Background: an optimization exercise with open tools, aiming at small area and a short achievable clock period. Do not read the settings as production practice.
In this exercise RTL edits were held to simulation tests only and were not proved equivalent to the original.

==> flow/design.v (excerpt) <==
module iir_filter (
  input  logic                          clk,
  input  logic                          nrst,
  input  logic                          coef_we,
  input  logic [4-1:0]        coef_addr,
  input  logic signed [16-1:0] coef_data,
  input  logic signed [16-1:0]   din,
  output logic signed [21-1:0]  dout
);
Settings: LEC_CHECK=0, ABC_AREA=1, CAP_MARGIN=20, CORE_MARGIN=2, CORE_UTILIZATION=55, SLEW_MARGIN=20, SYNTH_HIERARCHICAL=1; clock period 20.0 ns.
standard.sh (not shown) runs the stock make flow with config.mk's settings and CLKGATE_MAP_FILE= SYNTH_SCRIPT=/design/flow/synth_recipe.tcl, a recipe that flattens the netlist after the stock synthesis.
==> flow/flow/run.sh <==
#!/bin/bash
# The standard layout, with the setup repair asked to leave a margin
# below the clock period so that it sizes the critical paths up.
set -euo pipefail
bash standard.sh SETUP_SLACK_MARGIN=13.5 finish > standard_finish.log 2>&1
Then changed:
--- a/flow/flow/run.sh
+++ b/flow/flow/run.sh
@@ -4,2 +4,2 @@
 set -euo pipefail
-bash standard.sh SETUP_SLACK_MARGIN=13.5 finish > standard_finish.log 2>&1
+bash standard.sh SETUP_SLACK_MARGIN=12.0 finish > standard_finish.log 2>&1
=>
- synthesized area does not change
- global-route usage went down by 2.9 points
- core utilization went down by 8.8 points
- first-iteration DRC count went down by 19%
- wire length went down by 11%
- clock-buffer cell count is unchanged
- cell count went down by 5.1%
- final area went down by 13%
Then changed:
--- a/flow/flow/run.sh
+++ b/flow/flow/run.sh
@@ -4,2 +4,2 @@
 set -euo pipefail
-bash standard.sh SETUP_SLACK_MARGIN=12.0 finish > standard_finish.log 2>&1
+bash standard.sh SETUP_SLACK_MARGIN=13.5 finish > standard_finish.log 2>&1
- CORE_UTILIZATION: 55 -> 65
Outcome:
- wire length came out higher by 13%
- utilization is higher by 20 points

Starting RTL as in the previous note.
export LEC_CHECK = 0
export ABC_AREA = 1
export CAP_MARGIN = 20
export CORE_MARGIN = 2
export CORE_UTILIZATION = 55
export SLEW_MARGIN = 20
export SYNTH_HIERARCHICAL = 1
create_clock -name core_clock -period 20.0 [get_ports {clk}]
==> flow/flow/run.sh <==
#!/bin/bash
# The standard layout, with the setup repair asked to leave a margin
# below the clock period so that it sizes the critical paths up.
set -euo pipefail
bash standard.sh SETUP_SLACK_MARGIN=12.5 finish > standard_finish.log 2>&1
The starting point passed the timing, DRC and antenna checks.
Then changed:
==> flow/flow/run.sh (replaced) <==
#!/bin/bash
# The standard layout, with the setup repair asked to leave a margin
# below the clock period so that it sizes the critical paths up.
set -euo pipefail
bash standard.sh SETUP_SLACK_MARGIN=12.9 finish > standard_finish.log 2>&1
Outcome: Sequential share of layout area goes down by 0.41 points. Cell area goes up by 2.2%.
Then changed:
Settings changed: PLACE_DENSITY from default to 0.75.
The changed run produced a clean layout.
Count of clock-buffer cells in the layout drops by 1.
Design area stays flat.
Fmax stays flat.
Non-clock buffer count climbs by 40.

--- another note on this design; it stands on its own ---

==> run C <==
Design iir_filter, start of the top module:
module iir_filter (
  input  logic                          clk,
  input  logic                          nrst,
  input  logic                          coef_we,
  input  logic [4-1:0]        coef_addr,
  input  logic signed [16-1:0] coef_data,
  input  logic signed [16-1:0]   din,
  output logic signed [21-1:0]  dout
);
export LEC_CHECK = 0
export CAP_MARGIN = 20
export CORE_MARGIN = 2
export CORE_UTILIZATION = 40
export SLEW_MARGIN = 20
create_clock -name core_clock -period 20.0 [get_ports {clk}]
run.sh (not shown) runs the stock make flow with config.mk's settings and CLKGATE_MAP_FILE= SYNTH_SCRIPT=/design/flow/synth_recipe.tcl, a recipe that flattens the netlist after the stock synthesis.
==> inputs of run X, as changes to run C <==
- ABC_AREA: not set -> 1
==> flow_summary.json <==
{
  "sh_seq_area_pct": 19.3,
  "ff2ff_setup_slack_ns": 7.36,
  "area_growth_pct": 7.46,
  "status": "complete, no violations",
  "dp_slack_ns": 7.56,
  "cts_buffers": 55,
  "grt_max_degree": 82,
  "antenna_found_initial": 3,
  "fin_crit_sh_pct": 63.2,
  "gp_congestion": 0.959,
  "die_area_mm2": 0.148,
  "die_w_um": 385
}
[end of results for run X]
==> flow_summary.json <==
{
  "antenna_found_initial": 6,
  "die_area_mm2": 0.170,
  "status": "complete, no violations",
  "cts_buffers": 47,
  "area_growth_pct": 5.83,
  "sh_seq_area_pct": 17.1,
  "fin_crit_sh_pct": 64.9,
  "die_w_um": 412,
  "dp_slack_ns": 7.29,
  "gp_congestion": 1.05
}
[end of results for run C]

-- afterwards: timing with drivers on the ports --
No port has a modelled driver above. Below, the same layouts with a new extraction and two added sets of constraints. Step 1 (the two cells are an assumption about what drives the block):
set clk [get_ports {clk}]
set_driving_cell -lib_cell sky130_fd_sc_hd__clkbuf_16 $clk
set_driving_cell -lib_cell sky130_fd_sc_hd__buf_2 [delete_from_list [all_inputs] $clk]
Step 2 adds t to the input delays and takes it off the output delays; t is the mean of the earliest and latest rising clock arrival at the registers after step 1. Input paths then give back, and output paths get back, about the clock's delay inside the block. Three values: ideal, step 1, step 2; two values: the first two.
run	t (ns)	slack for setup (ns)	hold slack, ns	latest minus earliest clock arrival (ns)
the first run of note 1	0.758	13.285 / 13.285 / 13.192	0.468 / 0.468 / 0.468	0.064 / 0.065
the second run of note 1	0.751	12.234 / 12.234 / 12.234	0.469 / 0.469 / 0.469	0.073 / 0.072
the third run of note 1	0.762	12.913 / 12.913 / 12.881	0.470 / 0.470 / 0.470	0.043 / 0.043
the first run of note 2	0.752	12.702 / 12.702 / 12.702	0.468 / 0.468 / 0.468	0.070 / 0.069
the second run of note 2	0.756	13.009 / 12.931 / 13.009	0.468 / 0.468 / 0.468	0.070 / 0.069
the third run of note 2	0.736	13.019 / 13.019 / 12.741	0.468 / 0.468 / 0.468	0.038 / 0.037
run C	0.698	7.013 / 7.013 / 7.013	0.479 / 0.479 / 0.479	0.027 / 0.027
run X	0.772	7.365 / 7.365 / 7.365	0.471 / 0.471 / 0.471	0.061 / 0.061
After both steps every run listed still meets setup and hold. The setup slack of the third run of note 2, which loses most, moves by 0.000 ns with the drivers and by -0.278 ns with both steps. Setup slack includes reset recovery checks.
